Context: an optimization exercise on an open-source flow, tuned for small area, a short achievable clock period and few clock cycles per item. The choices shown serve that exercise and are no tape-out recipe. The RTL was checked by simulation tests, not by an equivalence proof against the original design. No driver is modelled on the clock port, so clocking that relies on it looks cheaper here than on a real chip.

Design ooo_top, start of the top module:
module ooo_top (
    input  wire        clk,
    input  wire        rst,
    input  wire        issue_valid,
    input  wire [31:0] issue_instr,
    output wire        issue_ready,
    output wire        result0_valid,
    output wire [3:0]  result0_tag,
    output wire [31:0] result0_data,
    output wire [3:0]  result0_rd,
    output wire        result1_valid,
    output wire [3:0]  result1_tag,
    output wire [31:0] result1_data,
    output wire [3:0]  result1_rd
);
Settings: LEC_CHECK=0, CAP_MARGIN=20, CORE_MARGIN=2, CORE_UTILIZATION=70, SLEW_MARGIN=20; clock period 10.0 ns.
standard.sh (not shown) runs the stock make flow with config.mk's settings and CLKGATE_MAP_FILE= SYNTH_SCRIPT=/design/flow/synth_recipe.tcl, a recipe that flattens the netlist after the stock synthesis.
==> flow/flow/run.sh <==
#!/bin/bash
# The standard layout (the standard.sh: unchanged synthesis and steps),
# with some ORFS settings changed through the environment:
#  - timing repair is asked for 6.4 ns of setup slack at the design's 10 ns
#    clock, so that it sizes the critical paths for a shorter achieved period
#    (the constraints themselves are not touched), and works on the worst
#    10% of the violating endpoints only;
#  - clock tree synthesis inserts no dummy loads and clusters up to 20
#    sinks within 80 um per leaf buffer;
#  - every input and output port still gets a buffer, a buf_2.
set -o pipefail
{
    echo "== standard.sh as given"
    cat standard.sh
    echo "== config.mk as given"
    cat config.mk
} > flow_inputs.log 2>&1
export SETUP_SLACK_MARGIN=6.4
export TNS_END_PERCENT=10
export CTS_ARGS="-sink_clustering_enable -repair_clock_nets -dont_use_dummy_load -sink_clustering_size 20 -sink_clustering_max_diameter 80"
export BUFFER_PORTS_ARGS="-buffer_cell sky130_fd_sc_hd__buf_2"
bash standard.sh > standard.log 2>&1
rc=$?
grep -h "repair_timing\|clock_tree_synthesis\|buffer_ports\|RSZ-002[78]" orfs/logs/*/*/*/*.log > flow_cmds.log 2>&1
exit $rc
Testbench counts at the start, summed over its fixed seeds: cycles 20,774, instrs 20,000.
Next try:
--- a/flow/design.v
+++ b/flow/design.v
@@ -1790,23 +1790,22 @@
     logic        e_mul;
     logic        e_add;      
     logic        e_cin;      
     logic        e_and;
     logic        e_or;
     logic        e_xor;
     logic [3:0]  e_rd;
     logic [3:0]  e_tag;
     logic [31:0] e_a;
     logic [31:0] e_b;
     logic [31:0] ma;
-    logic [31:0] mb;
     logic [15:0] mb_one;
     logic [15:0] mb_two;
     logic [15:0] mb_neg;
     logic        m_v;
     logic [3:0]  m_rd;
     logic [3:0]  m_tag;
     logic [31:0] m_p;
     logic [31:0] rf [16];
     logic [15:0] rz;
     logic        r0_v;
     logic [3:0]  r0_tag;
@@ -1891,25 +1890,44 @@
     assign ir_sub = ir_op == OP_SUB;
     assign rs_val = rd_op(rf_rs,
                           e_alu && e_rd == ir_rs, alu_res,
                           m_v && m_rd == ir_rs, m_p,
                           r0_v && r0_rd == ir_rs, r0_d,
                           p1 && r1_rd == ir_rs, r1_d);
     assign rt_val = rd_op(rf_rt,
                           e_alu && e_rd == ir_rt, alu_res,
                           m_v && m_rd == ir_rt, m_p,
                           r0_v && r0_rd == ir_rt, r0_d,
                           p1 && r1_rd == ir_rt, r1_d);
+    logic [15:0] bo_one;
+    logic [15:0] bo_two;
+    logic [15:0] bo_neg;
+    booth_enc benc (
+        .b   (rt_val),
+        .one (bo_one),
+        .two (bo_two),
+        .neg (bo_neg)
+    );
+    logic [15:0] sh_one;
+    logic [15:0] sh_two;
+    always_comb begin
+        for (int j = 0; j < 16; j++) begin
+            sh_one[j] = rt_val[4:0] == 5'(2 * j);
+            sh_two[j] = rt_val[4:0] == 5'(2 * j + 1);
+        end
+    end
     always_ff @(posedge clk) begin
-        ma <= rs_val;
-        mb <= (ir_op == OP_SLL) ? (32'd1 << rt_val[4:0]) : rt_val;
+        ma     <= rs_val;
+        mb_one <= (ir_op == OP_SLL) ? sh_one : bo_one;
+        mb_two <= (ir_op == OP_SLL) ? sh_two : bo_two;
+        mb_neg <= (ir_op == OP_SLL) ? 16'd0 : bo_neg;
     end
     always_ff @(posedge clk) begin
         if (rst) e_v <= 1'b0;
         else     e_v <= adv;
     end
     always_ff @(posedge clk) begin
         e_mul <= ir_op == OP_MUL || ir_op == OP_SLL;
         e_add <= ir_op == OP_ADD || ir_op == OP_SUB || ir_op == OP_ADDI;
         e_cin <= ir_sub;
         e_and <= ir_op == OP_AND;
         e_or  <= ir_op == OP_OR;
@@ -1920,28 +1938,22 @@
         e_b   <= (ir_op == OP_ADDI) ? {{16{ir_lo[15]}}, ir_lo[15:0]}
                                     : (rt_val ^ {32{ir_sub}});
     end
     logic [31:0] sum;
     assign sum = e_a + e_b + {31'd0, e_cin};
     always_comb begin
         alu_res = ({32{e_add}} & sum)
                 | ({32{e_and}} & (e_a & e_b))
                 | ({32{e_or}}  & (e_a | e_b))
                 | ({32{e_xor}} & (e_a ^ e_b));
     end
-    booth_enc benc (
-        .b   (mb),
-        .one (mb_one),
-        .two (mb_two),
-        .neg (mb_neg)
-    );
     mul_lo32 mul (
         .clk (clk),
         .a     (ma),
         .b_one (mb_one),
         .b_two (mb_two),
         .b_neg (mb_neg),
         .p     (m_p)
     );
     always_ff @(posedge clk) begin
         if (rst) m_v <= 1'b0;
         else     m_v <= e_v && e_mul;
Effect:
- The changed run passed the timing, DRC and antenna checks
- die area came out higher slightly
- worst setup slack loses 0.21 ns
- first-iteration DRC count came out lower slightly
- routed wire length came out lower slightly
- cell area barely changes
- area after synthesis came out higher slightly
- clock-buffer cell count came out higher by 2
- synthesized cell count came out higher slightly
Testbench counts after the change, summed over its fixed seeds: cycles 20,774, instrs 20,000.

==> static timing again, ports no longer ideal <==
The flow's constraints put no driver on any port. The routed layouts listed below were extracted and timed again, unchanged, in two steps. Step 1, drivers: a clkbuf_16 drives clk and a buf_2 each remaining input, both assumed. Step 2 adds t to the input delays and takes it off the output delays; t is the mean of the earliest and latest rising clock arrival at the registers after step 1. Input paths then give back, and output paths get back, about the clock's delay inside the block. Slacks: ideal / step 1 / step 2; pairs: ideal / step 1.
run	t (ns)	setup slack, ns	worst data-port slew with drivers (ns)	pins driven straight from the clock port
the first run	0.700	6.153 / 6.153 / 6.153	0.07	1
the second run	0.702	5.944 / 5.944 / 5.944	0.04	1
After both steps every run listed still meets setup and hold.
